This design comes from an exercise in tuning for small area, a short achievable clock period and few clock cycles per item on the open sky130 flow, not from production work.
Function was not checked in any run shown here: the RTL went through the layout flow alone.

**flow/design.v**
```verilog
`default_nettype none
package yuvRgbPkg;
  typedef logic [7:0] sample_t;
  typedef logic [8:0] lineLen_t;
  typedef logic [7:0] pairIdx_t;
  typedef logic signed [31:0] acc_t;
  typedef struct packed {
    sample_t yEven;
    sample_t yOdd;
    sample_t u;
    sample_t v;
  } yuvPair_t;
  typedef struct packed {
    sample_t       yEven;
    sample_t       yOdd;
    sample_t [5:0] uTap;
    sample_t [5:0] vTap;
    logic          lastInLine;
  } chromaWin_t;
  typedef struct packed {
    sample_t yEven;
    sample_t yOdd;
    sample_t uEven;
    sample_t vEven;
    sample_t uOdd;
    sample_t vOdd;
    logic    lastInLine;
  } yuv444Pair_t;
  typedef struct packed {
    sample_t rEven;
    sample_t gEven;
    sample_t bEven;
    sample_t rOdd;
    sample_t gOdd;
    sample_t bOdd;
    logic    lastInLine;
  } rgbPair_t;
endpackage
`default_nettype wire
`timescale 1ns/1ps
`default_nettype none
module lineConfig (
  input  wire                       Clock_50_I,
  input  wire                       Resetn,
  input  wire                       cfgWrite,
  input  wire yuvRgbPkg::lineLen_t  cfgData,
  input  wire                       lineBoundary,
  output yuvRgbPkg::lineLen_t       lineLength,
  output logic                      cfgError
);
  yuvRgbPkg::lineLen_t pendLen;
  logic pendValid;
  logic inRange;
  assign inRange = (cfgData >= 4) && (cfgData <= 256);
  always_ff @(posedge Clock_50_I or negedge Resetn) begin
    if (!Resetn) begin
      lineLength <= yuvRgbPkg::lineLen_t'(160);
      pendValid  <= 1'b0;
      cfgError   <= 1'b0;
    end else begin
      if (lineBoundary && pendValid) begin
        lineLength <= pendLen;
        pendValid  <= 1'b0;
      end
      if (cfgWrite) begin
        if (inRange) begin
          pendValid <= 1'b1;
        end else begin
          cfgError <= 1'b1;
        end
      end
    end
  end
  always_ff @(posedge Clock_50_I) begin
    if (cfgWrite && inRange) begin
      pendLen <= cfgData;
    end
  end
endmodule
`default_nettype wire
`timescale 1ns/1ps
`default_nettype none
`default_nettype wire
`timescale 1ns/1ps
`default_nettype none
module chromaInterp (
  input  wire [8:0] a, b, c,
  output wire [7:0] odd
);
  wire [9:0] hi;
  firSum u_sum (.a(a), .b(b), .c(c), .hi(hi));
  assign odd = hi[9] ? 8'h00 : (hi[8] ? 8'hff : hi[7:0]);
endmodule
module pixelRgb (
  input  wire [22:0] yp,
  input  wire [7:0]  u, v,
  output wire [23:0] rgb
);
  wire [9:0]  hr;
  wire [9:0]  hg;
  wire [10:0] hb;
  cscSumR u_r (.yp(yp), .v(v), .hi(hr));
  cscSumG u_g (.yp(yp), .u(u), .v(v), .hi(hg));
  cscSumB u_b (.yp(yp), .u(u), .hi(hb));
  assign rgb[23:16] = hr[9]  ? 8'h00 : (hr[8]      ? 8'hff : hr[7:0]);
  assign rgb[15:8]  = hg[9]  ? 8'h00 : (hg[8]      ? 8'hff : hg[7:0]);
  assign rgb[7:0]   = hb[10] ? 8'h00 : ((|hb[9:8]) ? 8'hff : hb[7:0]);
endmodule
`default_nettype wire
`timescale 1ns/1ps
`default_nettype none
module lumaSum (input wire [7:0] y, output wire [22:0] p);
  wire n1 = ~y[0];
  wire n3 = ~y[1];
  wire n5 = ~y[2];
  wire n7 = ~y[0];
  wire n9 = ~(y[1] ^ y[3]);
  wire n10 = y[1] | y[3];
  wire n11 = ~(y[2] ^ y[4]);
  wire n12 = y[2] | y[4];
  wire n13 = n1 ^ y[3] ^ y[5];
  wire n14 = (n1 & y[3]) | (n1 & y[5]) | (y[3] & y[5]);
  wire n15 = y[0] ^ n3 ^ y[4];
  wire n16 = (y[0] & n3) | (y[0] & y[4]) | (n3 & y[4]);
  wire n17 = y[1] ^ n5 ^ y[5];
  wire n18 = (y[1] & n5) | (y[1] & y[5]) | (n5 & y[5]);
  wire n19 = ~(y[2] ^ y[3]);
  wire n20 = y[2] | y[3];
  wire n21 = ~y[4];
  wire n23 = ~y[0];
  wire n25 = ~(y[1] ^ y[3]);
  wire n26 = y[1] | y[3];
  wire n27 = n7 ^ y[2] ^ y[4];
  wire n28 = (n7 & y[2]) | (n7 & y[4]) | (y[2] & y[4]);
  wire n29 = y[0] ^ n9 ^ y[5];
  wire n30 = (y[0] & n9) | (y[0] & y[5]) | (n9 & y[5]);
  wire n31 = n10 ^ n11 ^ y[6];
  wire n32 = (n10 & n11) | (n10 & y[6]) | (n11 & y[6]);
  wire n33 = n12 ^ n13 ^ y[7];
  wire n34 = (n12 & n13) | (n12 & y[7]) | (n13 & y[7]);
  wire n35 = n14 ^ n15 ^ y[6];
  wire n36 = (n14 & n15) | (n14 & y[6]) | (n15 & y[6]);
  wire n37 = n16 ^ n17 ^ y[7];
  wire n38 = (n16 & n17) | (n16 & y[7]) | (n17 & y[7]);
  wire n39 = n18 ^ n19 ^ y[6];
  wire n40 = (n18 & n19) | (n18 & y[6]) | (n19 & y[6]);
  wire n41 = n20 ^ n21 ^ y[7];
  wire n42 = (n20 & n21) | (n20 & y[7]) | (n21 & y[7]);
  wire n43 = ~(y[4] ^ y[5]);
  wire n44 = y[4] | y[5];
  wire n45 = ~y[6];
  wire n47 = ~y[7];
  wire [22:0] ra = {1'b1, n47, n45, n43, n41, n39, n37, n35, n33, n31, n29, n27, n25, y[2], y[1], ~y[7], ~y[6], ~y[5], ~y[4], ~y[3], ~y[2], ~y[1], ~y[0]};
  wire [22:0] rb = {y[7], y[6], n44, n42, n40, n38, n36, n34, n32, n30, n28, n26, y[0], n23, 1'b1, y[0], 1'b0, 1'b0, 1'b0, 1'b0, 1'b0, 1'b0, 1'b1};
  wire [22:0] tot = ra + rb;
  assign p = tot[22:0];
endmodule
module cscSumR (input wire [22:0] yp, input wire [7:0] v, output wire [9:0] hi);
  wire n1 = ~v[2];
  wire n3 = ~(v[0] ^ v[3]);
  wire n4 = v[0] | v[3];
  wire n5 = v[5] ^ ~v[7];
  wire n6 = v[5] & ~v[7];
  wire n7 = ~(v[1] ^ v[4]);
  wire n8 = v[1] | v[4];
  wire n9 = v[6] ^ yp[6];
  wire n10 = v[6] & yp[6];
  wire n11 = v[2] ^ v[5] ^ v[7];
  wire n12 = (v[2] & v[5]) | (v[2] & v[7]) | (v[5] & v[7]);
  wire n13 = ~v[3];
  wire n15 = ~(~v[0] ^ v[4]);
  wire n16 = ~v[0] | v[4];
  wire n17 = ~~v[1];
  wire n19 = v[0] ^ ~v[2];
  wire n20 = v[0] & ~v[2];
  wire n21 = v[1] ^ ~v[3];
  wire n22 = v[1] & ~v[3];
  wire n23 = ~(~v[0] ^ v[2]);
  wire n24 = ~v[0] | v[2];
  wire n25 = ~(~v[1] ^ v[3]);
  wire n26 = ~v[1] | v[3];
  wire n27 = v[0] ^ ~v[2] ^ v[4];
  wire n28 = (v[0] & ~v[2]) | (v[0] & v[4]) | (~v[2] & v[4]);
  wire n29 = v[1] ^ ~v[3] ^ v[5];
  wire n30 = (v[1] & ~v[3]) | (v[1] & v[5]) | (~v[3] & v[5]);
  wire n31 = ~(v[2] ^ ~v[4]);
  wire n32 = v[2] | ~v[4];
  wire n33 = ~(v[3] ^ ~v[5]);
  wire n34 = v[3] | ~v[5];
  wire n35 = v[0] ^ v[2];
  wire n36 = v[0] & v[2];
  wire n37 = v[1] ^ v[3] ^ ~v[5];
  wire n38 = (v[1] & v[3]) | (v[1] & ~v[5]) | (v[3] & ~v[5]);
  wire n39 = n1 ^ v[4] ^ ~v[6];
  wire n40 = (n1 & v[4]) | (n1 & ~v[6]) | (v[4] & ~v[6]);
  wire n41 = v[2] ^ n5 ^ n3;
  wire n42 = (v[2] & n5) | (v[2] & n3) | (n5 & n3);
  wire n43 = n6 ^ n4 ^ n9;
  wire n44 = (n6 & n4) | (n6 & n9) | (n4 & n9);
  wire n45 = n10 ^ n8 ^ n11;
  wire n46 = (n10 & n8) | (n10 & n11) | (n8 & n11);
  wire n47 = n12 ^ n13 ^ v[6];
  wire n48 = (n12 & n13) | (n12 & v[6]) | (n13 & v[6]);
  wire n49 = v[3] ^ n15 ^ v[7];
  wire n50 = (v[3] & n15) | (v[3] & v[7]) | (n15 & v[7]);
  wire n51 = n16 ^ n17 ^ v[5];
  wire n52 = (n16 & n17) | (n16 & v[5]) | (n17 & v[5]);
  wire n53 = ~v[1] ^ n19 ^ v[6];
  wire n54 = (~v[1] & n19) | (~v[1] & v[6]) | (n19 & v[6]);
  wire n55 = n20 ^ n21 ^ v[7];
  wire n56 = (n20 & n21) | (n20 & v[7]) | (n21 & v[7]);
  wire n57 = n22 ^ n23 ^ ~v[4];
  wire n58 = (n22 & n23) | (n22 & ~v[4]) | (n23 & ~v[4]);
  wire n59 = n24 ^ n25 ^ ~v[5];
  wire n60 = (n24 & n25) | (n24 & ~v[5]) | (n25 & ~v[5]);
  wire n61 = n26 ^ n27 ^ ~v[6];
  wire n62 = (n26 & n27) | (n26 & ~v[6]) | (n27 & ~v[6]);
  wire n63 = n28 ^ n29 ^ ~v[7];
  wire n64 = (n28 & n29) | (n28 & ~v[7]) | (n29 & ~v[7]);
  wire n65 = n30 ^ n31 ^ v[6];
  wire n66 = (n30 & n31) | (n30 & v[6]) | (n31 & v[6]);
  wire n67 = n32 ^ n33 ^ v[7];
  wire n68 = (n32 & n33) | (n32 & v[7]) | (n33 & v[7]);
  wire n69 = n34 ^ v[4] ^ ~v[6];
  wire n70 = (n34 & v[4]) | (n34 & ~v[6]) | (v[4] & ~v[6]);
  wire n71 = v[5] ^ ~v[7];
  wire n72 = v[5] & ~v[7];
  wire n73 = ~v[6];
  wire n75 = v[0] ^ ~v[2];
  wire n76 = v[0] & ~v[2];
  wire n77 = v[1] ^ ~v[3] ^ yp[1];
  wire n78 = (v[1] & ~v[3]) | (v[1] & yp[1]) | (~v[3] & yp[1]);
  wire n79 = n35 ^ ~v[4] ^ yp[2];
  wire n80 = (n35 & ~v[4]) | (n35 & yp[2]) | (~v[4] & yp[2]);
  wire n81 = n36 ^ n37 ^ yp[3];
  wire n82 = (n36 & n37) | (n36 & yp[3]) | (n37 & yp[3]);
  wire n83 = n38 ^ n39 ^ yp[4];
  wire n84 = (n38 & n39) | (n38 & yp[4]) | (n39 & yp[4]);
  wire n85 = n40 ^ n41 ^ yp[5];
  wire n86 = (n40 & n41) | (n40 & yp[5]) | (n41 & yp[5]);
  wire n87 = n42 ^ n43 ^ n7;
  wire n88 = (n42 & n43) | (n42 & n7) | (n43 & n7);
  wire n89 = n44 ^ n45 ^ yp[7];
  wire n90 = (n44 & n45) | (n44 & yp[7]) | (n45 & yp[7]);
  wire n91 = n46 ^ n47 ^ yp[8];
  wire n92 = (n46 & n47) | (n46 & yp[8]) | (n47 & yp[8]);
  wire n93 = n48 ^ n49 ^ yp[9];
  wire n94 = (n48 & n49) | (n48 & yp[9]) | (n49 & yp[9]);
  wire n95 = n50 ^ n51 ^ yp[10];
  wire n96 = (n50 & n51) | (n50 & yp[10]) | (n51 & yp[10]);
  wire n97 = n52 ^ n53 ^ yp[11];
  wire n98 = (n52 & n53) | (n52 & yp[11]) | (n53 & yp[11]);
  wire n99 = n54 ^ n55 ^ yp[12];
  wire n100 = (n54 & n55) | (n54 & yp[12]) | (n55 & yp[12]);
  wire n101 = n56 ^ n57 ^ yp[13];
  wire n102 = (n56 & n57) | (n56 & yp[13]) | (n57 & yp[13]);
  wire n103 = n58 ^ n59 ^ yp[14];
  wire n104 = (n58 & n59) | (n58 & yp[14]) | (n59 & yp[14]);
  wire n105 = n60 ^ n61 ^ yp[15];
  wire n106 = (n60 & n61) | (n60 & yp[15]) | (n61 & yp[15]);
  wire n107 = n62 ^ n63 ^ yp[16];
  wire n108 = (n62 & n63) | (n62 & yp[16]) | (n63 & yp[16]);
  wire n109 = n64 ^ n65 ^ yp[17];
  wire n110 = (n64 & n65) | (n64 & yp[17]) | (n65 & yp[17]);
  wire n111 = n66 ^ n67 ^ yp[18];
  wire n112 = (n66 & n67) | (n66 & yp[18]) | (n67 & yp[18]);
  wire n113 = n68 ^ n69 ^ yp[19];
  wire n114 = (n68 & n69) | (n68 & yp[19]) | (n69 & yp[19]);
  wire n115 = n70 ^ n71 ^ yp[20];
  wire n116 = (n70 & n71) | (n70 & yp[20]) | (n71 & yp[20]);
  wire n117 = n72 ^ n73 ^ yp[21];
  wire n118 = (n72 & n73) | (n72 & yp[21]) | (n73 & yp[21]);
  wire n119 = v[6] ^ v[7] ^ yp[22];
  wire n120 = (v[6] & v[7]) | (v[6] & yp[22]) | (v[7] & yp[22]);
  wire [25:0] ra = {1'b1, n119, n117, n115, n113, n111, n109, n107, n105, n103, n101, n99, n97, n95, n93, n91, n89, n87, n85, n83, n81, n79, n77, yp[0], ~v[1], ~v[0]};
  wire [25:0] rb = {n120, n118, n116, n114, n112, n110, n108, n106, n104, n102, n100, n98, n96, n94, n92, n90, n88, n86, n84, n82, n80, n78, n76, n75, 1'b0, 1'b1};
  wire [25:0] tot = ra + rb;
  assign hi = tot[25:16];
endmodule
module cscSumG (input wire [22:0] yp, input wire [7:0] u, input wire [7:0] v, output wire [9:0] hi);
  wire n1 = ~v[1];
  wire n3 = ~v[0] ^ v[2] ^ ~v[4];
  wire n4 = (~v[0] & v[2]) | (~v[0] & ~v[4]) | (v[2] & ~v[4]);
  wire n5 = ~v[1] ^ v[3] ^ ~v[5];
  wire n6 = (~v[1] & v[3]) | (~v[1] & ~v[5]) | (v[3] & ~v[5]);
  wire n7 = ~(~v[2] ^ v[4]);
  wire n8 = ~v[2] | v[4];
  wire n9 = ~v[3] ^ v[5];
  wire n10 = ~v[3] & v[5];
  wire n11 = ~~v[4];
  wire n13 = ~v[0] ^ ~v[5];
  wire n14 = ~v[0] & ~v[5];
  wire n15 = ~v[1] ^ ~v[6] ^ ~u[1];
  wire n16 = (~v[1] & ~v[6]) | (~v[1] & ~u[1]) | (~v[6] & ~u[1]);
  wire n17 = ~v[2] ^ ~v[7] ^ ~u[2];
  wire n18 = (~v[2] & ~v[7]) | (~v[2] & ~u[2]) | (~v[7] & ~u[2]);
  wire n19 = ~v[3] ^ ~u[3];
  wire n20 = ~v[3] & ~u[3];
  wire n21 = ~v[4] ^ ~u[4];
  wire n22 = ~v[4] & ~u[4];
  wire n23 = ~v[5] ^ ~u[0] ^ ~u[5];
  wire n24 = (~v[5] & ~u[0]) | (~v[5] & ~u[5]) | (~u[0] & ~u[5]);
  wire n25 = ~v[6] ^ ~u[1];
  wire n26 = ~v[6] & ~u[1];
  wire n27 = ~(~v[0] ^ ~v[7]);
  wire n28 = ~v[0] | ~v[7];
  wire n29 = ~u[2] ^ ~u[7];
  wire n30 = ~u[2] & ~u[7];
  wire n31 = ~v[1] ^ u[0] ^ ~u[3];
  wire n32 = (~v[1] & u[0]) | (~v[1] & ~u[3]) | (u[0] & ~u[3]);
  wire n33 = ~(v[0] ^ ~v[2]);
  wire n34 = v[0] | ~v[2];
  wire n35 = u[1] ^ ~u[4];
  wire n36 = u[1] & ~u[4];
  wire n37 = n1 ^ ~v[3] ^ ~u[0];
  wire n38 = (n1 & ~v[3]) | (n1 & ~u[0]) | (~v[3] & ~u[0]);
  wire n39 = u[2] ^ ~u[5] ^ yp[13];
  wire n40 = (u[2] & ~u[5]) | (u[2] & yp[13]) | (~u[5] & yp[13]);
  wire n41 = v[1] ^ n3 ^ ~u[1];
  wire n42 = (v[1] & n3) | (v[1] & ~u[1]) | (n3 & ~u[1]);
  wire n43 = u[3] ^ ~u[6] ^ yp[14];
  wire n44 = (u[3] & ~u[6]) | (u[3] & yp[14]) | (~u[6] & yp[14]);
  wire n45 = n4 ^ n5 ^ ~u[2];
  wire n46 = (n4 & n5) | (n4 & ~u[2]) | (n5 & ~u[2]);
  wire n47 = u[4] ^ ~u[7] ^ yp[15];
  wire n48 = (u[4] & ~u[7]) | (u[4] & yp[15]) | (~u[7] & yp[15]);
  wire n49 = n6 ^ n7 ^ ~v[6];
  wire n50 = (n6 & n7) | (n6 & ~v[6]) | (n7 & ~v[6]);
  wire n51 = ~u[3] ^ u[5] ^ yp[16];
  wire n52 = (~u[3] & u[5]) | (~u[3] & yp[16]) | (u[5] & yp[16]);
  wire n53 = n8 ^ n9 ^ ~v[7];
  wire n54 = (n8 & n9) | (n8 & ~v[7]) | (n9 & ~v[7]);
  wire n55 = ~u[4] ^ u[6] ^ yp[17];
  wire n56 = (~u[4] & u[6]) | (~u[4] & yp[17]) | (u[6] & yp[17]);
  wire n57 = n10 ^ n11 ^ v[6];
  wire n58 = (n10 & n11) | (n10 & v[6]) | (n11 & v[6]);
  wire n59 = ~u[5] ^ u[7] ^ yp[18];
  wire n60 = (~u[5] & u[7]) | (~u[5] & yp[18]) | (u[7] & yp[18]);
  wire n61 = ~(~v[4] ^ ~v[5]);
  wire n62 = ~v[4] | ~v[5];
  wire n63 = v[7] ^ ~u[6] ^ yp[19];
  wire n64 = (v[7] & ~u[6]) | (v[7] & yp[19]) | (~u[6] & yp[19]);
  wire n65 = ~(~v[6] ^ ~u[7]);
  wire n66 = ~v[6] | ~u[7];
  wire n67 = n13 ^ ~u[0];
  wire n68 = n13 & ~u[0];
  wire n69 = n14 ^ n15 ^ u[3];
  wire n70 = (n14 & n15) | (n14 & u[3]) | (n15 & u[3]);
  wire n71 = n16 ^ n17 ^ u[4];
  wire n72 = (n16 & n17) | (n16 & u[4]) | (n17 & u[4]);
  wire n73 = n18 ^ n19 ^ u[5];
  wire n74 = (n18 & n19) | (n18 & u[5]) | (n19 & u[5]);
  wire n75 = n20 ^ n21 ^ u[6];
  wire n76 = (n20 & n21) | (n20 & u[6]) | (n21 & u[6]);
  wire n77 = n22 ^ n23 ^ u[7];
  wire n78 = (n22 & n23) | (n22 & u[7]) | (n23 & u[7]);
  wire n79 = n24 ^ n25 ^ ~u[6];
  wire n80 = (n24 & n25) | (n24 & ~u[6]) | (n25 & ~u[6]);
  wire n81 = n26 ^ n29 ^ n27;
  wire n82 = (n26 & n29) | (n26 & n27) | (n29 & n27);
  wire n83 = n30 ^ n28 ^ n31;
  wire n84 = (n30 & n28) | (n30 & n31) | (n28 & n31);
  wire n85 = n32 ^ n35 ^ n33;
  wire n86 = (n32 & n35) | (n32 & n33) | (n35 & n33);
  wire n87 = n36 ^ n34 ^ n39;
  wire n88 = (n36 & n34) | (n36 & n39) | (n34 & n39);
  wire n89 = n40 ^ n38 ^ n43;
  wire n90 = (n40 & n38) | (n40 & n43) | (n38 & n43);
  wire n91 = n44 ^ n42 ^ n47;
  wire n92 = (n44 & n42) | (n44 & n47) | (n42 & n47);
  wire n93 = n48 ^ n46 ^ n51;
  wire n94 = (n48 & n46) | (n48 & n51) | (n46 & n51);
  wire n95 = n52 ^ n50 ^ n55;
  wire n96 = (n52 & n50) | (n52 & n55) | (n50 & n55);
  wire n97 = n56 ^ n54 ^ n59;
  wire n98 = (n56 & n54) | (n56 & n59) | (n54 & n59);
  wire n99 = n60 ^ n58 ^ n63;
  wire n100 = (n60 & n58) | (n60 & n63) | (n58 & n63);
  wire n101 = n64 ^ n62 ^ n65;
  wire n102 = (n64 & n62) | (n64 & n65) | (n62 & n65);
  wire n103 = ~(n66 ^ ~v[7]);
  wire n104 = n66 | ~v[7];
  wire n105 = ~v[3] ^ u[0];
  wire n106 = ~v[3] & u[0];
  wire n107 = ~v[4] ^ u[1] ^ yp[2];
  wire n108 = (~v[4] & u[1]) | (~v[4] & yp[2]) | (u[1] & yp[2]);
  wire n109 = n67 ^ u[2] ^ yp[3];
  wire n110 = (n67 & u[2]) | (n67 & yp[3]) | (u[2] & yp[3]);
  wire n111 = n68 ^ n69 ^ yp[4];
  wire n112 = (n68 & n69) | (n68 & yp[4]) | (n69 & yp[4]);
  wire n113 = n70 ^ n71 ^ yp[5];
  wire n114 = (n70 & n71) | (n70 & yp[5]) | (n71 & yp[5]);
  wire n115 = n72 ^ n73 ^ yp[6];
  wire n116 = (n72 & n73) | (n72 & yp[6]) | (n73 & yp[6]);
  wire n117 = n74 ^ n75 ^ yp[7];
  wire n118 = (n74 & n75) | (n74 & yp[7]) | (n75 & yp[7]);
  wire n119 = n76 ^ n77 ^ yp[8];
  wire n120 = (n76 & n77) | (n76 & yp[8]) | (n77 & yp[8]);
  wire n121 = n78 ^ n79 ^ yp[9];
  wire n122 = (n78 & n79) | (n78 & yp[9]) | (n79 & yp[9]);
  wire n123 = n80 ^ n81 ^ yp[10];
  wire n124 = (n80 & n81) | (n80 & yp[10]) | (n81 & yp[10]);
  wire n125 = n82 ^ n83 ^ yp[11];
  wire n126 = (n82 & n83) | (n82 & yp[11]) | (n83 & yp[11]);
  wire n127 = n84 ^ n85 ^ yp[12];
  wire n128 = (n84 & n85) | (n84 & yp[12]) | (n85 & yp[12]);
  wire n129 = n86 ^ n87 ^ n37;
  wire n130 = (n86 & n87) | (n86 & n37) | (n87 & n37);
  wire n131 = n88 ^ n89 ^ n41;
  wire n132 = (n88 & n89) | (n88 & n41) | (n89 & n41);
  wire n133 = n90 ^ n91 ^ n45;
  wire n134 = (n90 & n91) | (n90 & n45) | (n91 & n45);
  wire n135 = n92 ^ n93 ^ n49;
  wire n136 = (n92 & n93) | (n92 & n49) | (n93 & n49);
  wire n137 = n94 ^ n95 ^ n53;
  wire n138 = (n94 & n95) | (n94 & n53) | (n95 & n53);
  wire n139 = n96 ^ n97 ^ n57;
  wire n140 = (n96 & n97) | (n96 & n57) | (n97 & n57);
  wire n141 = n98 ^ n99 ^ n61;
  wire n142 = (n98 & n99) | (n98 & n61) | (n99 & n61);
  wire n143 = n100 ^ n101 ^ yp[20];
  wire n144 = (n100 & n101) | (n100 & yp[20]) | (n101 & yp[20]);
  wire n145 = n102 ^ n103 ^ yp[21];
  wire n146 = (n102 & n103) | (n102 & yp[21]) | (n103 & yp[21]);
  wire n147 = n104 ^ yp[22];
  wire n148 = n104 & yp[22];
  wire [25:0] ra = {1'b1, n147, n145, n143, n141, n139, n137, n135, n133, n131, n129, n127, n125, n123, n121, n119, n117, n115, n113, n111, n109, n107, yp[1], yp[0], ~v[1], ~v[0]};
  wire [25:0] rb = {n148, n146, n144, n142, n140, n138, n136, n134, n132, n130, n128, n126, n124, n122, n120, n118, n116, n114, n112, n110, n108, n106, n105, ~v[2], 1'b0, 1'b1};
  wire [25:0] tot = ra + rb;
  assign hi = tot[25:16];
endmodule
module cscSumB (input wire [22:0] yp, input wire [7:0] u, output wire [10:0] hi);
  wire n1 = ~u[1];
  wire n3 = ~(u[0] ^ u[2]);
  wire n4 = u[0] | u[2];
  wire n5 = ~u[5] ^ ~u[7];
  wire n6 = ~u[5] & ~u[7];
  wire n7 = ~(u[1] ^ u[3]);
  wire n8 = u[1] | u[3];
  wire n9 = ~u[6] ^ yp[6];
  wire n10 = ~u[6] & yp[6];
  wire n11 = u[2] ^ u[4] ^ ~u[7];
  wire n12 = (u[2] & u[4]) | (u[2] & ~u[7]) | (u[4] & ~u[7]);
  wire n13 = ~(u[0] ^ u[3]);
  wire n14 = u[0] | u[3];
  wire n15 = ~(u[1] ^ u[4]);
  wire n16 = u[1] | u[4];
  wire n17 = u[2] ^ u[5];
  wire n18 = u[2] & u[5];
  wire n19 = ~~u[0];
  wire n21 = ~u[1] ^ ~u[3];
  wire n22 = ~u[1] & ~u[3];
  wire n23 = ~u[2] ^ ~u[4];
  wire n24 = ~u[2] & ~u[4];
  wire n25 = u[0] ^ ~u[3] ^ ~u[5];
  wire n26 = (u[0] & ~u[3]) | (u[0] & ~u[5]) | (~u[3] & ~u[5]);
  wire n27 = n1 ^ ~u[4] ^ ~u[6];
  wire n28 = (n1 & ~u[4]) | (n1 & ~u[6]) | (~u[4] & ~u[6]);
  wire n29 = u[1] ^ n5 ^ n3;
  wire n30 = (u[1] & n5) | (u[1] & n3) | (n5 & n3);
  wire n31 = n6 ^ n4 ^ n9;
  wire n32 = (n6 & n4) | (n6 & n9) | (n4 & n9);
  wire n33 = n10 ^ n8 ^ n11;
  wire n34 = (n10 & n8) | (n10 & n11) | (n8 & n11);
  wire n35 = n12 ^ n13 ^ u[5];
  wire n36 = (n12 & n13) | (n12 & u[5]) | (n13 & u[5]);
  wire n37 = n14 ^ n15 ^ u[6];
  wire n38 = (n14 & n15) | (n14 & u[6]) | (n15 & u[6]);
  wire n39 = n16 ^ n17 ^ u[7];
  wire n40 = (n16 & n17) | (n16 & u[7]) | (n17 & u[7]);
  wire n41 = n18 ^ u[3] ^ u[6];
  wire n42 = (n18 & u[3]) | (n18 & u[6]) | (u[3] & u[6]);
  wire n43 = u[4] ^ u[7];
  wire n44 = u[4] & u[7];
  wire n45 = ~u[0];
  wire n47 = n19 ^ ~u[2];
  wire n48 = n19 & ~u[2];
  wire n49 = ~u[0] ^ n21 ^ yp[1];
  wire n50 = (~u[0] & n21) | (~u[0] & yp[1]) | (n21 & yp[1]);
  wire n51 = n22 ^ n23 ^ yp[2];
  wire n52 = (n22 & n23) | (n22 & yp[2]) | (n23 & yp[2]);
  wire n53 = n24 ^ n25 ^ yp[3];
  wire n54 = (n24 & n25) | (n24 & yp[3]) | (n25 & yp[3]);
  wire n55 = n26 ^ n27 ^ yp[4];
  wire n56 = (n26 & n27) | (n26 & yp[4]) | (n27 & yp[4]);
  wire n57 = n28 ^ n29 ^ yp[5];
  wire n58 = (n28 & n29) | (n28 & yp[5]) | (n29 & yp[5]);
  wire n59 = n30 ^ n31 ^ n7;
  wire n60 = (n30 & n31) | (n30 & n7) | (n31 & n7);
  wire n61 = n32 ^ n33 ^ yp[7];
  wire n62 = (n32 & n33) | (n32 & yp[7]) | (n33 & yp[7]);
  wire n63 = n34 ^ n35 ^ yp[8];
  wire n64 = (n34 & n35) | (n34 & yp[8]) | (n35 & yp[8]);
  wire n65 = n36 ^ n37 ^ yp[9];
  wire n66 = (n36 & n37) | (n36 & yp[9]) | (n37 & yp[9]);
  wire n67 = n38 ^ n39 ^ yp[10];
  wire n68 = (n38 & n39) | (n38 & yp[10]) | (n39 & yp[10]);
  wire n69 = n40 ^ n41 ^ yp[11];
  wire n70 = (n40 & n41) | (n40 & yp[11]) | (n41 & yp[11]);
  wire n71 = n42 ^ n43 ^ yp[12];
  wire n72 = (n42 & n43) | (n42 & yp[12]) | (n43 & yp[12]);
  wire n73 = n44 ^ u[5] ^ yp[13];
  wire n74 = (n44 & u[5]) | (n44 & yp[13]) | (u[5] & yp[13]);
  wire n75 = ~(u[6] ^ yp[14]);
  wire n76 = u[6] | yp[14];
  wire n77 = n45 ^ u[7] ^ yp[15];
  wire n78 = (n45 & u[7]) | (n45 & yp[15]) | (u[7] & yp[15]);
  wire n79 = u[0] ^ u[1] ^ yp[16];
  wire n80 = (u[0] & u[1]) | (u[0] & yp[16]) | (u[1] & yp[16]);
  wire n81 = ~(u[2] ^ yp[17]);
  wire n82 = u[2] | yp[17];
  wire n83 = u[3] ^ yp[18];
  wire n84 = u[3] & yp[18];
  wire n85 = ~(u[4] ^ yp[19]);
  wire n86 = u[4] | yp[19];
  wire n87 = ~(u[5] ^ yp[20]);
  wire n88 = u[5] | yp[20];
  wire n89 = ~(u[6] ^ yp[21]);
  wire n90 = u[6] | yp[21];
  wire n91 = u[7] ^ yp[22];
  wire n92 = u[7] & yp[22];
  wire [26:0] ra = {1'b1, 1'b1, n91, n89, n87, n85, n83, n81, n79, n77, n75, n73, n71, n69, n67, n65, n63, n61, n59, n57, n55, n53, n51, n49, yp[0], ~u[1], ~u[0]};
  wire [26:0] rb = {1'b0, n92, n90, n88, n86, n84, n82, n80, n78, n76, n74, n72, n70, n68, n66, n64, n62, n60, n58, n56, n54, n52, n50, n48, n47, 1'b0, 1'b1};
  wire [26:0] tot = ra + rb;
  assign hi = tot[26:16];
endmodule
module firSum (input wire [8:0] a, input wire [8:0] b, input wire [8:0] c, output wire [9:0] hi);
  wire n1 = ~c[0];
  wire n3 = c[1] ^ c[3];
  wire n4 = c[1] & c[3];
  wire n5 = c[0] ^ ~c[5];
  wire n6 = c[0] & ~c[5];
  wire n7 = ~(c[1] ^ ~c[6]);
  wire n8 = c[1] | ~c[6];
  wire n9 = ~b[0] ^ b[2] ^ ~b[4];
  wire n10 = (~b[0] & b[2]) | (~b[0] & ~b[4]) | (b[2] & ~b[4]);
  wire n11 = n1 ^ c[2] ^ ~c[7];
  wire n12 = (n1 & c[2]) | (n1 & ~c[7]) | (c[2] & ~c[7]);
  wire n13 = ~b[1] ^ b[3] ^ ~b[5];
  wire n14 = (~b[1] & b[3]) | (~b[1] & ~b[5]) | (b[3] & ~b[5]);
  wire n15 = a[3] ^ a[5];
  wire n16 = a[3] & a[5];
  wire n17 = c[0] ^ n3 ^ ~c[8];
  wire n18 = (c[0] & n3) | (c[0] & ~c[8]) | (n3 & ~c[8]);
  wire n19 = ~b[2] ^ b[4] ^ ~b[6];
  wire n20 = (~b[2] & b[4]) | (~b[2] & ~b[6]) | (b[4] & ~b[6]);
  wire n21 = a[4] ^ a[6] ^ a[8];
  wire n22 = (a[4] & a[6]) | (a[4] & a[8]) | (a[6] & a[8]);
  wire n23 = ~(n4 ^ c[2]);
  wire n24 = n4 | c[2];
  wire n25 = c[4] ^ ~b[3] ^ b[5];
  wire n26 = (c[4] & ~b[3]) | (c[4] & b[5]) | (~b[3] & b[5]);
  wire n27 = ~b[7] ^ a[5] ^ a[7];
  wire n28 = (~b[7] & a[5]) | (~b[7] & a[7]) | (a[5] & a[7]);
  wire n29 = ~(c[3] ^ c[5]);
  wire n30 = c[3] | c[5];
  wire n31 = ~b[4] ^ b[6] ^ ~b[8];
  wire n32 = (~b[4] & b[6]) | (~b[4] & ~b[8]) | (b[6] & ~b[8]);
  wire n33 = a[6] ^ a[8];
  wire n34 = a[6] & a[8];
  wire n35 = c[4] ^ c[6] ^ ~b[5];
  wire n36 = (c[4] & c[6]) | (c[4] & ~b[5]) | (c[6] & ~b[5]);
  wire n37 = ~c[5];
  wire n39 = ~~c[2];
  wire n41 = ~c[3] ^ ~b[1];
  wire n42 = ~c[3] & ~b[1];
  wire n43 = ~c[4] ^ b[0] ^ ~b[2];
  wire n44 = (~c[4] & b[0]) | (~c[4] & ~b[2]) | (b[0] & ~b[2]);
  wire n45 = a[0] ^ a[2];
  wire n46 = a[0] & a[2];
  wire n47 = n5 ^ b[1] ^ ~b[3];
  wire n48 = (n5 & b[1]) | (n5 & ~b[3]) | (b[1] & ~b[3]);
  wire n49 = a[1] ^ a[3] ^ a[5];
  wire n50 = (a[1] & a[3]) | (a[1] & a[5]) | (a[3] & a[5]);
  wire n51 = n6 ^ n9 ^ n7;
  wire n52 = (n6 & n9) | (n6 & n7) | (n9 & n7);
  wire n53 = a[2] ^ a[4] ^ a[6];
  wire n54 = (a[2] & a[4]) | (a[2] & a[6]) | (a[4] & a[6]);
  wire n55 = n10 ^ n8 ^ n15;
  wire n56 = (n10 & n8) | (n10 & n15) | (n8 & n15);
  wire n57 = n13 ^ n11 ^ a[7];
  wire n58 = (n13 & n11) | (n13 & a[7]) | (n11 & a[7]);
  wire n59 = n16 ^ n14 ^ n12;
  wire n60 = (n16 & n14) | (n16 & n12) | (n14 & n12);
  wire n61 = n21 ^ n19 ^ n17;
  wire n62 = (n21 & n19) | (n21 & n17) | (n19 & n17);
  wire n63 = n22 ^ n20 ^ n18;
  wire n64 = (n22 & n20) | (n22 & n18) | (n20 & n18);
  wire n65 = n27 ^ n25 ^ n23;
  wire n66 = (n27 & n25) | (n27 & n23) | (n25 & n23);
  wire n67 = n28 ^ n26 ^ n24;
  wire n68 = (n28 & n26) | (n28 & n24) | (n26 & n24);
  wire n69 = n33 ^ n31 ^ n29;
  wire n70 = (n33 & n31) | (n33 & n29) | (n31 & n29);
  wire n71 = n34 ^ n32 ^ n30;
  wire n72 = (n34 & n32) | (n34 & n30) | (n32 & n30);
  wire n73 = n35 ^ b[7] ^ a[7];
  wire n74 = (n35 & b[7]) | (n35 & a[7]) | (b[7] & a[7]);
  wire n75 = n36 ^ n37 ^ c[7];
  wire n76 = (n36 & n37) | (n36 & c[7]) | (n37 & c[7]);
  wire n77 = ~b[6] ^ b[8] ^ a[8];
  wire n78 = (~b[6] & b[8]) | (~b[6] & a[8]) | (b[8] & a[8]);
  wire n79 = ~(c[5] ^ c[6]);
  wire n80 = c[5] | c[6];
  wire n81 = c[8] ^ ~b[7];
  wire n82 = c[8] & ~b[7];
  wire n83 = ~c[7];
  wire n85 = n39 ^ ~b[0];
  wire n86 = n39 & ~b[0];
  wire n87 = ~c[2] ^ n41 ^ a[1];
  wire n88 = (~c[2] & n41) | (~c[2] & a[1]) | (n41 & a[1]);
  wire n89 = n42 ^ n45 ^ n43;
  wire n90 = (n42 & n45) | (n42 & n43) | (n45 & n43);
  wire n91 = n46 ^ n44 ^ n49;
  wire n92 = (n46 & n44) | (n46 & n49) | (n44 & n49);
  wire n93 = n50 ^ n48 ^ n53;
  wire n94 = (n50 & n48) | (n50 & n53) | (n48 & n53);
  wire n95 = n54 ^ n52 ^ n57;
  wire n96 = (n54 & n52) | (n54 & n57) | (n52 & n57);
  wire n97 = n58 ^ n56 ^ n61;
  wire n98 = (n58 & n56) | (n58 & n61) | (n56 & n61);
  wire n99 = n62 ^ n60 ^ n65;
  wire n100 = (n62 & n60) | (n62 & n65) | (n60 & n65);
  wire n101 = n66 ^ n64 ^ n69;
  wire n102 = (n66 & n64) | (n66 & n69) | (n64 & n69);
  wire n103 = n70 ^ n68 ^ n73;
  wire n104 = (n70 & n68) | (n70 & n73) | (n68 & n73);
  wire n105 = n74 ^ n72 ^ n77;
  wire n106 = (n74 & n72) | (n74 & n77) | (n72 & n77);
  wire n107 = n78 ^ n76 ^ n81;
  wire n108 = (n78 & n76) | (n78 & n81) | (n76 & n81);
  wire n109 = n82 ^ n80 ^ n83;
  wire n110 = (n82 & n80) | (n82 & n83) | (n80 & n83);
  wire n111 = ~~c[0];
  wire n113 = ~c[1] ^ a[1];
  wire n114 = ~c[1] & a[1];
  wire n115 = n85 ^ a[0] ^ a[2];
  wire n116 = (n85 & a[0]) | (n85 & a[2]) | (a[0] & a[2]);
  wire n117 = n86 ^ n87 ^ a[3];
  wire n118 = (n86 & n87) | (n86 & a[3]) | (n87 & a[3]);
  wire n119 = n88 ^ n89 ^ a[4];
  wire n120 = (n88 & n89) | (n88 & a[4]) | (n89 & a[4]);
  wire n121 = n90 ^ n91 ^ n47;
  wire n122 = (n90 & n91) | (n90 & n47) | (n91 & n47);
  wire n123 = n92 ^ n93 ^ n51;
  wire n124 = (n92 & n93) | (n92 & n51) | (n93 & n51);
  wire n125 = n94 ^ n95 ^ n55;
  wire n126 = (n94 & n95) | (n94 & n55) | (n95 & n55);
  wire n127 = n96 ^ n97 ^ n59;
  wire n128 = (n96 & n97) | (n96 & n59) | (n97 & n59);
  wire n129 = n98 ^ n99 ^ n63;
  wire n130 = (n98 & n99) | (n98 & n63) | (n99 & n63);
  wire n131 = n100 ^ n101 ^ n67;
  wire n132 = (n100 & n101) | (n100 & n67) | (n101 & n67);
  wire n133 = n102 ^ n103 ^ n71;
  wire n134 = (n102 & n103) | (n102 & n71) | (n103 & n71);
  wire n135 = n104 ^ n105 ^ n75;
  wire n136 = (n104 & n105) | (n104 & n75) | (n105 & n75);
  wire n137 = n106 ^ n107 ^ n79;
  wire n138 = (n106 & n107) | (n106 & n79) | (n107 & n79);
  wire n139 = n108 ^ n109 ^ ~b[8];
  wire n140 = (n108 & n109) | (n108 & ~b[8]) | (n109 & ~b[8]);
  wire n141 = n110 ^ c[7] ^ c[8];
  wire n142 = (n110 & c[7]) | (n110 & c[8]) | (c[7] & c[8]);
  wire [17:0] ra = {1'b1, 1'b1, n141, n139, n137, n135, n133, n131, n129, n127, n125, n123, n121, n119, n117, n115, n113, a[0]};
  wire [17:0] rb = {1'b0, n142, n140, n138, n136, n134, n132, n130, n128, n126, n124, n122, n120, n118, n116, n114, ~c[0], n111};
  wire [17:0] tot = ra + rb;
  assign hi = tot[17:8];
endmodule
`default_nettype wire
`timescale 1ns/1ps
`default_nettype none
module yuvToRgbTop (
  input  wire                       Clock_50_I,
  input  wire                       Resetn,
  input  wire [31:0]                inPair,
  input  wire                       inValid,
  input  wire                       rgbReady,
  input  wire                       cfgWrite,
  input  wire [8:0]                 cfgData,
  output logic                      inReady,
  output logic [48:0]               rgbPair,
  output logic                      rgbValid,
  output logic [8:0]                lineLength,
  output logic                      cfgError
);
  logic       inRdy;        
  logic       en;           
  logic [7:0] pairCnt;      
  logic [1:0] flushCnt;     
  logic       accept;
  logic       isLast;
  logic       isFirst;
  logic       lineBoundary;
  logic       flushStep;
  assign accept       = inValid && inRdy;
  assign isLast       = ({1'b0, pairCnt} == lineLength - 9'd1);
  assign isFirst      = (pairCnt == 8'd0);
  assign lineBoundary = accept ? isLast : isFirst;
  assign flushStep    = en && (flushCnt != 2'd0);
  assign inReady      = inRdy;
  lineConfig u_lineConfig (
    .Clock_50_I   (Clock_50_I),
    .Resetn       (Resetn),
    .cfgWrite     (cfgWrite),
    .cfgData      (cfgData),
    .lineBoundary (lineBoundary),
    .lineLength   (lineLength),
    .cfgError     (cfgError)
  );
  logic        outValid;
  logic        skidValid;
  logic        outFree;
  logic        push;
  logic [48:0] result;
  logic [48:0] skid;
  logic        resValid;
  logic        skidNext;
  logic [1:0]  flushNext;
  assign outFree  = !outValid || rgbReady;
  assign push     = en && resValid;
  assign skidNext = skidValid ? !outFree : (push && !outFree);
  always_comb begin
    flushNext = flushCnt;
    if (accept && isLast) flushNext = 2'd3;
    else if (flushStep)   flushNext = flushCnt - 2'd1;
  end
  always_ff @(posedge Clock_50_I or negedge Resetn) begin
    if (!Resetn) begin
      inRdy     <= 1'b0;
      en        <= 1'b0;
      pairCnt   <= '0;
      flushCnt  <= '0;
      outValid  <= 1'b0;
      skidValid <= 1'b0;
    end else begin
      if (accept) pairCnt <= isLast ? 8'd0 : pairCnt + 8'd1;
      flushCnt  <= flushNext;
      en        <= !skidNext;
      inRdy     <= !skidNext && (flushNext == 2'd0);
      skidValid <= skidNext;
      if (outFree) outValid <= skidValid || push;
    end
  end
  always_ff @(posedge Clock_50_I) begin
    if (!skidValid) skid <= result;
    if (outFree) rgbPair <= skidValid ? skid : result;
  end
  assign rgbValid = outValid;
  logic [7:0] yE [0:3];
  logic [7:0] yO [0:3];
  logic [7:0] uT [1:5];
  logic [7:0] vT [1:5];
  logic [8:0] uA, uB, uC;
  logic [8:0] vA, vB, vC;
  logic [7:0] uNew, vNew;
  logic       winValid;
  logic       winLast;
  logic       shift;
  assign shift = accept || flushStep;
  assign uNew  = (flushCnt != 2'd0) ? uT[5] : inPair[15:8];
  assign vNew  = (flushCnt != 2'd0) ? vT[5] : inPair[7:0];
  always_ff @(posedge Clock_50_I) begin
    if (accept) begin
      yE[3] <= inPair[31:24];
      yO[3] <= inPair[23:16];
      uT[5] <= inPair[15:8];
      vT[5] <= inPair[7:0];
    end
    if (shift) begin
      for (int i = 0; i < 3; i++) begin
        yE[i] <= yE[i+1];
        yO[i] <= yO[i+1];
      end
      for (int i = 1; i < 3; i++) begin
        uT[i] <= uT[i+1];
        vT[i] <= vT[i+1];
      end
      uT[3] <= (accept && isFirst) ? inPair[15:8] : uT[4];
      uT[4] <= (accept && isFirst) ? inPair[15:8] : uT[5];
      vT[3] <= (accept && isFirst) ? inPair[7:0]  : vT[4];
      vT[4] <= (accept && isFirst) ? inPair[7:0]  : vT[5];
      uA <= {1'b0, uT[1]} + {1'b0, uNew};
      uB <= {1'b0, uT[2]} + {1'b0, uT[5]};
      uC <= {1'b0, uT[3]} + {1'b0, uT[4]};
      vA <= {1'b0, vT[1]} + {1'b0, vNew};
      vB <= {1'b0, vT[2]} + {1'b0, vT[5]};
      vC <= {1'b0, vT[3]} + {1'b0, vT[4]};
    end
  end
  always_ff @(posedge Clock_50_I or negedge Resetn) begin
    if (!Resetn) begin
      winValid <= 1'b0;
    end else if (en) begin
      winValid <= (accept && (pairCnt >= 8'd3)) || flushStep;
    end
  end
  always_ff @(posedge Clock_50_I) begin
    if (en) winLast <= flushStep && (flushCnt == 2'd1);
  end
  logic [7:0]  uOdd;
  logic [7:0]  vOdd;
  logic [22:0] ypEven;
  logic [22:0] ypOdd;
  chromaInterp u_firU (.a(uA), .b(uB), .c(uC), .odd(uOdd));
  chromaInterp u_firV (.a(vA), .b(vB), .c(vC), .odd(vOdd));
  lumaSum u_lumaE (.y(yE[0]), .p(ypEven));
  lumaSum u_lumaO (.y(yO[0]), .p(ypOdd));
  logic        p1Valid;
  logic [22:0] p1YpE;
  logic [22:0] p1YpO;
  logic [7:0]  p1UE;
  logic [7:0]  p1VE;
  logic [7:0]  p1UO;
  logic [7:0]  p1VO;
  logic        p1Last;
  always_ff @(posedge Clock_50_I or negedge Resetn) begin
    if (!Resetn) p1Valid <= 1'b0;
    else if (en) p1Valid <= winValid;
  end
  always_ff @(posedge Clock_50_I) begin
    if (en) begin
      p1YpE  <= ypEven;
      p1YpO  <= ypOdd;
      p1UE   <= uT[2];
      p1VE   <= vT[2];
      p1UO   <= uOdd;
      p1VO   <= vOdd;
      p1Last <= winLast;
    end
  end
  logic [23:0] rgbEven;
  logic [23:0] rgbOdd;
  pixelRgb u_even (.yp(p1YpE), .u(p1UE), .v(p1VE), .rgb(rgbEven));
  pixelRgb u_odd  (.yp(p1YpO), .u(p1UO), .v(p1VO), .rgb(rgbOdd));
  assign result   = {rgbEven, rgbOdd, p1Last};
  assign resValid = p1Valid;
endmodule
`default_nettype wire
```
**flow/constraint.sdc**
```tcl
create_clock -name core_clock -period 11.0 [get_ports {Clock_50_I}]
set_input_delay 2.2000 -clock core_clock [delete_from_list [all_inputs] [get_ports {Clock_50_I}]]
set_output_delay 2.2000 -clock core_clock [all_outputs]
set_load 0.01 [all_outputs]
```
**flow/run.sh**
```bash
#!/bin/bash
# synth_recipe.tcl (not shown) runs the flow's synth.tcl, then flattens the netlist and writes it again
# the make line also repeats each setting of config.mk as NAME=value (left out here)
make -C /OpenROAD-flow-scripts/flow DESIGN_CONFIG=/design/flow/config.mk WORK_HOME=/design/flow/orfs CLKGATE_MAP_FILE= SYNTH_SCRIPT=/design/flow/synth_recipe.tcl finish
```
**flow/config.mk**
```make
export PLATFORM = sky130hd
export DESIGN_NAME = yuvToRgbTop
export DESIGN_NICKNAME = yuvToRgbTop
export VERILOG_FILES = /design/flow/design.v
export SDC_FILE = /design/flow/constraint.sdc
export NUM_CORES = 4
export LEC_CHECK = 0
export CAP_MARGIN = 20
export CORE_MARGIN = 2
export CORE_UTILIZATION = 40
export SETUP_SLACK_MARGIN = 5
export SLEW_MARGIN = 20
```
==> results.sh, run 1 <==
export IMPL_gp_congestion=0.899
export IMPL_hpwl_um=60200
export IMPL_worstHoldPathCells=0
export IMPL_num_rows=107
export IMPL_final_cells=4374
export IMPL_required_ns=11.29
export IMPL_yosysWarnings=10
export IMPL_netlist_area_sq_mm=0.0341
export IMPL_slew_headroom_pct=31.8
export IMPL_design_core_area_sq_mm=0.0849
export IMPL_start_kind="flop"
export IMPL_clk_latency_ns=0.59
export IMPL_dp_cells=4284
export IMPL_slowest_delay_ns=0.65
export IMPL_final_area_sq_mm=0.0382
export IMPL_cp_slowest_cell="edfxtp_1"
export IMPL_async_flop_share_pct=6.55
export IMPL_ys_seq_elements=412
export IMPL_ant_nets=0
export IMPL_root_buffer="clkbuf_16"
export IMPL_post_drt_wl_per_cell_um=16.7
export IMPL_cp_num_cells=16
export IMPL_route_detailed_drc=0
export IMPL_die_w_um=296
export IMPL_hp_class="reg -> reg"
export IMPL_worstPathCellList="inv_1, fa_1, fa_1, inv_1, fa_1, inv_1, fa_1, ha_1, a21oi_1, nand2b_1, a21oi_1, a21oi_1, a41oi_1, a21oi_1, mux2i_1, o21ai_0"
export IMPL_crit_buf_inv=3
export IMPL_num_vias=21200
export IMPL_fp_dieArea_sq_mm=0.0877
export IMPL_grt_overflow_total=0
export IMPL_synth_nets=3855
export IMPL_status="no timing/DRC/antenna violations"
export IMPL_cts_max_path_buffers=3
export IMPL_timing_fmax_mhz=180
export IMPL_vias_per_cell=4.84
export IMPL_maxCapViolCount=0
export IMPL_synth_ff_type="edfxtp_1"
export IMPL_hold_slack_ns=0.417
export IMPL_postSynthAreaPerCell_sq_um=11.2
export IMPL_cts_tree="built"
export IMPL_finalNetCount=3999
export IMPL_clock_skew_ns=0.00920
export IMPL_grt_pass1_vias=21700
export IMPL_min_period_over_period_pct=50.6
export IMPL_drt_first_iter_violations=1048
export IMPL_io_pin_count=107
export IMPL_start_util_pct=40.2
export IMPL_drv_slew=0
export IMPL_antennaDiodeCount=0
export IMPL_ys_seq_area_share_pct=34.4
export IMPL_h_tree_depth=2
export IMPL_grt_use_total_pct=17.1
export IMPL_cts_buffers=47
export IMPL_drive_gt1_share_pct=4.43
export IMPL_rsz0062_at_grt="false"
export IMPL_die_h_um=296
export IMPL_grt_max_degree=74
export IMPL_antenna_found_initial=1
export IMPL_worstRegToRegCells=16
export IMPL_end_kind="flop"
export IMPL_tightestPinTransition_ns=1.02
export IMPL_path_clk_slew_ns=0.06
export IMPL_cts_sinks=412
export IMPL_critPathMaxFanout=9
export IMPL_worstPathArrival_ns=5.86
export IMPL_crit_family="adder cells"
export IMPL_grt_first_pass_wirelength_um=117000
export IMPL_place_area_sq_mm=0.0366
export IMPL_setup_viol=0
export IMPL_syn2layout_area_growth_pct=11.9
export IMPL_timing_final_crit_period_ns=5.57
export IMPL_fin_setup_tns_ns=0
export IMPL_drtPass1Iterations=7
export IMPL_path_class="reg -> reg"
export IMPL_netlist_instances=3048
export IMPL_finalHoldViolCount=0
export IMPL_portBuffers=106
export IMPL_ys_types=76
export IMPL_synth_edf_count=336
export IMPL_wl_um=72800
[metrics by stage]
stage | util, % | setup WS [ns]
floorplan | - | 5.60
global placement | 43.1 | 5.40
detailed placement | 43.1 | 5.26
CTS | 44.9 | 5.24
global route | 45.0 | 5.04
finish | 45.0 | 5.43
[state kept, by name (all words and copies together) (netlist names), 9 cells and up]
name and flops:
yO 32, rgbPair 49, uB 9, uT 40
p1YpO 23, yE 32, uC 9, skid 49
u_lineConfig.lineLength 9, vB 9, uA 9, vC 9
u_lineConfig.pendLen 9, p1YpE 23, vT 40, vA 9
[what timing repair did]
action / CTS / global route
resized for setup: 0 / 2
hold buffers: 0 / 0
setup buffers: 0 / 3
setup endpoints to repair: 0 / 9
[final timing paths]
path / from / slack (ns) / end
worst min register to register: yO[2][5] / 0.42 / yO[1][5]
min in group asynchronous: Resetn / 1.99 / u_lineConfig.lineLength[6]
max in group asynchronous: Resetn / 8.71 / en
worst min-delay path: yO[2][5] / 0.42 / yO[1][5]
worst max register to register: p1VE[1] / 5.43 / rgbPair[34]
worst max-delay path: p1VE[1] / 5.43 / rgbPair[34]
[metal layers]
layer  routed length (um)  vias up  global-route usage [%]
li1                     -    10400                       -
met1                34100    10300                    24.0
met2                34100      371                    28.1
met3                 3360       74                    2.49
met4                 1240        0                    3.46
met5                    0        -                       0
[layout make-up]
| type | count | area, sq um |
|---|---|---|
| Inverter | 718 | 2700 |
| Clock buffer | 63 | 1300 |
| Sequential cell | 412 | 11800 |
| Fill cell | 7999 | 46700 |
| Clock inverter | 24 | 243 |
| Multi-Input combinational cell | 1896 | 19600 |
| Timing Repair Buffer | 117 | 1140 |
| Tap cell | 1144 | 1430 |
[Yosys cell counts, drive strengths merged (27+ instances only)]
cell type / instances / share of area (%)
a21o: 51 / 1.1
a21oi: 131 / 1.9
dfxtp: 49 / 2.9
edfxtp: 336 / 30
fa: 378 / 22
ha: 383 / 14
inv: 717 / 7.9
nand2: 175 / 1.9
nand2b: 27 / 0.49
nand3: 33 / 0.48
nor2: 70 / 0.77
nor3: 38 / 0.56
o21ai: 91 / 1.3
o21bai: 29 / 0.64
xnor2: 96 / 2.5
xor2: 33 / 0.85
[cell families (layout without fill, tap and decap cells)]
family | Yosys count | in the layout | share of synthesized area (%)
xor gates and xnor gates | 129 | 129 | 3.31
buffers and inverters | 740 | 922 | 8.16
adders and majority gates | 775 | 775 | 36.6
muxes | 30 | 30 | 1.07
and+or+nand+nor | 472 | 472 | 6.83
AOI/OAI and AO/OA | 490 | 490 | 9.58
DFF | 412 | 412 | 34.4
[worst register-to-register path, stage by stage, from the launching register on]
cell and delay [ns]:
edfxtp_1 0.65, inv_1 0.29, fa_1 0.63, fa_1 0.44, inv_1 0.09, fa_1 0.42, inv_1 0.09, fa_1 0.43
ha_1 0.35, a21oi_1 0.32, nand2b_1 0.10, a21oi_1 0.17, a21oi_1 0.14, a41oi_1 0.31, a21oi_1 0.12, mux2i_1 0.49
o21ai_0 0.24
[cell usage in the layout (no fill, tap or decap), types with 17 or more instances in the layout]
| cell | synthesis | layout |
|---|---|---|
| a211oi_1 | 22 | 22 |
| a21o_1 | 51 | 51 |
| a21oi_1 | 131 | 131 |
| and3_1 | 19 | 19 |
| clkbuf_16 | 0 | 47 |
| clkdlybuf4s50_1 | 0 | 106 |
| dfrtp_1 | 25 | 23 |
| dfxtp_1 | 49 | 49 |
| edfxtp_1 | 336 | 336 |
| fa_1 | 378 | 378 |
| ha_1 | 383 | 383 |
| inv_1 | 717 | 716 |
| mux2_2 | 17 | 17 |
| nand2_1 | 174 | 174 |
| nand2b_1 | 27 | 26 |
| nand3_1 | 33 | 32 |
| nor2_1 | 70 | 70 |
| nor2b_1 | 20 | 20 |
| nor3_1 | 38 | 37 |
| o21a_1 | 23 | 23 |
| o21ai_0 | 91 | 91 |
| o21bai_1 | 29 | 29 |
| xnor2_1 | 96 | 96 |
| xor2_1 | 33 | 33 |
==> run 2: changes to the inputs <==
==> flow/flow/run.sh (new file) <==
#!/bin/bash
set -euo pipefail
bash ./standard.sh SETUP_SLACK_MARGIN=7.5 finish > standard_flow.log 2>&1
==> flow/standard.sh (new file) <==
#!/bin/bash
# synth_recipe.tcl (not shown) runs the flow's synth.tcl, then flattens the netlist and writes it again
# the make line also repeats each setting of config.mk as NAME=value (left out here)
make -C /OpenROAD-flow-scripts/flow DESIGN_CONFIG=/design/flow/config.mk WORK_HOME=/design/flow/orfs CLKGATE_MAP_FILE= SYNTH_SCRIPT=/design/flow/synth_recipe.tcl "${@:-finish}"
removed: flow/run.sh
==> run 2 against run 1 <==
Hold slack better by 0.00059 ns. Final cell count is 5.1% higher. Die area stayed put. Via count is 6.7% higher. Clock skew is 0.0065 ns higher. Count of clock-buffer cells in the layout is 5 lower. Design area is 10% higher. Sequential cell count stayed put. Highest routed layer is now met5.
==> results.sh, run 2 <==
export IMPL_crit_buf_inv=4
export IMPL_ys_types=76
export IMPL_timing_fmax_mhz=213
export IMPL_path_clk_slew_ns=0.06
export IMPL_mostFrequentLayoutCell="inv_1"
export IMPL_top_regs="rgbPair: 49 flops, skid: 49 flops"
export IMPL_gp_congestion=0.890
export IMPL_synth_top_area_cell="edfxtp_1"
export IMPL_die_h_um=296
export IMPL_hpwl_um=62400
export IMPL_timing_final_crit_period_ns=4.69
export IMPL_clock_skew_ns=0.0157
export IMPL_fin_setup_tns_ns=0
export IMPL_setup_viol=0
export IMPL_seq_area_sq_mm=0.0118
export IMPL_root_buffer="clkbuf_16"
export IMPL_maxCapViolCount=0
export IMPL_cts_sinks=412
export IMPL_final_cell_mix="657 x inv_1, 360 x fa_1, 340 x ha_1, 336 x edfxtp_1, 194 x buf_4"
export IMPL_rsz0062_at_grt="true"
export IMPL_synth_top_area_share_pct=29.6
export IMPL_finalNetCount=4222
export IMPL_netlist_area_sq_mm=0.0341
export IMPL_worstPathArrival_ns=5.03
export IMPL_synth_nets=3855
export IMPL_h_tree_depth=2
export IMPL_crit_family="adder cells"
export IMPL_slew_headroom_pct=41.8
export IMPL_num_rows=107
export IMPL_grt_pass1_vias=23400
export IMPL_ant_nets=0
export IMPL_dp_cells=4282
export IMPL_netlist_instances=3048
export IMPL_cts_tree="built"
export IMPL_grt_first_pass_wirelength_um=129000
export IMPL_drv_slew=0
export IMPL_finalHoldViolCount=0
export IMPL_start_util_pct=40.2
export IMPL_route_detailed_drc=0
export IMPL_num_vias=22600
export IMPL_required_ns=11.34
export IMPL_postSynthAreaPerCell_sq_um=11.2
export IMPL_portBuffers=106
export IMPL_wl_um=83300
export IMPL_slowest_delay_ns=0.55
export IMPL_final_cells=4598
export IMPL_grt_use_total_pct=19.2
export IMPL_ys_seq_area_share_pct=34.4
export IMPL_yosys_top_cells_count="717 x inv_1, 383 x ha_1, 378 x fa_1"
export IMPL_drive_gt1_share_pct=20.0
export IMPL_grt_overflow_total=0
export IMPL_cpMostUsedCell="fa_1"
export IMPL_yosysMostFrequentCell="inv_1"
export IMPL_drtPass1Iterations=5
export IMPL_io_pin_count=107
export IMPL_syn2layout_area_growth_pct=23.1
export IMPL_drt_first_iter_violations=1131
export IMPL_end_kind="flop"
export IMPL_design_core_area_sq_mm=0.0849
export IMPL_hp_class="reg -> reg"
export IMPL_die_w_um=296
export IMPL_post_drt_wl_per_cell_um=18.1
export IMPL_ys_seq_elements=412
export IMPL_tightestPinTransition_ns=0.873
export IMPL_cts_max_path_buffers=3
export IMPL_critPathMaxFanout=7
export IMPL_hold_buffers=0
export IMPL_status="no timing/DRC/antenna violations"
export IMPL_start_kind="flop"
export IMPL_async_flop_share_pct=6.55
export IMPL_synth_edf_count=336
export IMPL_multi_input_area_sq_mm=0.0216
export IMPL_synth_ff_type="edfxtp_1"
export IMPL_synth_area_leaders="edfxtp_1 30%, fa_1 22%, ha_1 14%, inv_1 7.9%, dfxtp_1 2.9%"
export IMPL_vias_per_cell=4.91
export IMPL_fp_dieArea_sq_mm=0.0877
export IMPL_clk_latency_ns=0.59
export IMPL_worstPathCellList="inv_2, fa_1, inv_1, fa_1, inv_1, fa_1, inv_1, fa_1, ha_4, and3_4, a221oi_4, o221a_4, o31ai_4, o21a_1, nor2_4, o21bai_4, maj3_2"
export IMPL_grt_max_degree=54
export IMPL_cts_buffers=46
export IMPL_nFillCells=7681
export IMPL_min_period_over_period_pct=42.7
export IMPL_yosysWarnings=10
export IMPL_antenna_found_initial=3
export IMPL_cp_slowest_cell="fa_1"
export IMPL_path_class="reg -> reg"
[run 2: changes by cell type in the layout (fill, tap and decap cells not counted), moves of 22 or more]
| cell | previous run | this run |
|---|---|---|
| buf_4 | 11 | 194 |
| clkdlybuf4s50_1 | 106 | 32 |
| inv_1 | 716 | 657 |
| ha_1 | 383 | 340 |
| dlygate4sd2_1 | 0 | 38 |
| ha_4 | 0 | 38 |
| a21oi_1 | 131 | 94 |
| inv_2 | 1 | 37 |
| o21ai_0 | 91 | 57 |
| a21oi_2 | 0 | 30 |
| buf_6 | 0 | 24 |
| clkdlybuf4s15_1 | 0 | 22 |
[run 2: routing by layer]
layer | share of wire (%) | track usage, %
met2 | 48 | 32.2
met5 | 0.028 | 0
met4 | 3.0 | 5.72
met3 | 4.8 | 3.40
met1 | 44 | 25.4
[run 2: through the flow]
step | hold slack [ns] | area, sq um | setup WS [ns] | util [%]
after floorplan | 0.400 | 34900 | 6.41 | -
after global placement | 0.401 | 37300 | 5.81 | 44.0
after detailed placement | 0.405 | 37300 | 5.79 | 44.0
after CTS | 0.420 | 40900 | 6.35 | 48.2
after global routing | 0.422 | 42000 | 6.11 | 49.5
final | 0.418 | 42000 | 6.31 | 49.5
[run 2: path summary, 6_finish.rpt]
| kind | start | to | slack (ns) | depth (start not counted) |
|---|---|---|---|---|
| worst max-delay path | uB[3] | p1UO[3] | 6.31 | 17 |
| worst min-delay path | yE[3][6] | yE[2][6] | 0.42 | 0 |
| worst max register to register | uB[3] | p1UO[3] | 6.31 | 17 |
| worst min register to register | yE[3][6] | yE[2][6] | 0.42 | 0 |
| max in group asynchronous | Resetn | u_lineConfig.lineLength[7] | 8.66 | 2 |
| min in group asynchronous | Resetn | u_lineConfig.cfgError | 2.00 | 2 |
[run 2: area by class of cell]
type                            instances  area share, %
Antenna cell                            1        0.00596
Multi-Input combinational cell       1901           51.4
Sequential cell                       412           28.0
Tap cell                             1144           3.41
Inverter                              718           6.66
Timing Repair Buffer                  334           7.01
Clock buffer                           58           2.97
Clock inverter                         28          0.512
Timing Repair inverter                  2         0.0417
[run 2: worst reg2reg max path, stage by stage, from the launching register on]
cell and delay (ns):
edfxtp_1 0.40, inv_2 0.06, fa_1 0.55, inv_1 0.06
fa_1 0.48, inv_1 0.05, fa_1 0.48, inv_1 0.05
fa_1 0.52, ha_4 0.21, and3_4 0.19, a221oi_4 0.29
o221a_4 0.25, o31ai_4 0.06, o21a_1 0.23, nor2_4 0.13
o21bai_4 0.12, maj3_2 0.32
[run 2: timing repair]
action / CTS / global route
endpoints found under the hold margin: 0 / 0
cloned: 6 / 2
resized for setup: 306 / 136
setup endpoints to repair: 403 / 230
pin swaps: 79 / 118
buffers inserted: 161 / 60
[run 2: cells by family after synthesis]
kind of cell / synth area share, %
XOR/XNOR: 3.31
flip-flops: 34.4
buffers and inverters: 8.16
adder cells (fa/ha/maj): 36.6
AO/OA/AOI/OAI: 9.58
multiplexers: 1.07
AND/OR/NAND/NOR: 6.83

port drivers added, routing unchanged:
In the flow no input, the clock included, has a driving cell. The finished layouts below were timed again as built, in two steps.
Step 1 sets driving cells, clkbuf_16 on the clock port and buf_2 on the other inputs (assumed; they add their load-dependent delay and slew).
Step 2 times the ports against the registers' clock, not the clock port: input delays grow and output delays shrink by t, the midpoint of the rising clock arrivals with the driver on.
Slacks: no drivers / after step 1 / after step 2; pairs: no drivers / after step 1.
run	t (ns)	setup WS [ns]	worst setup path at the end	clock arrival spread, ns	slew at the worst register clock pin (ns)
run 1	0.651	5.430 / 5.430 / 5.430	register to register	0.011 / 0.011	0.06 / 0.06
run 2	0.647	6.306 / 6.306 / 6.306	register to register	0.018 / 0.017	0.06 / 0.06
After both steps every run listed still meets setup and hold.
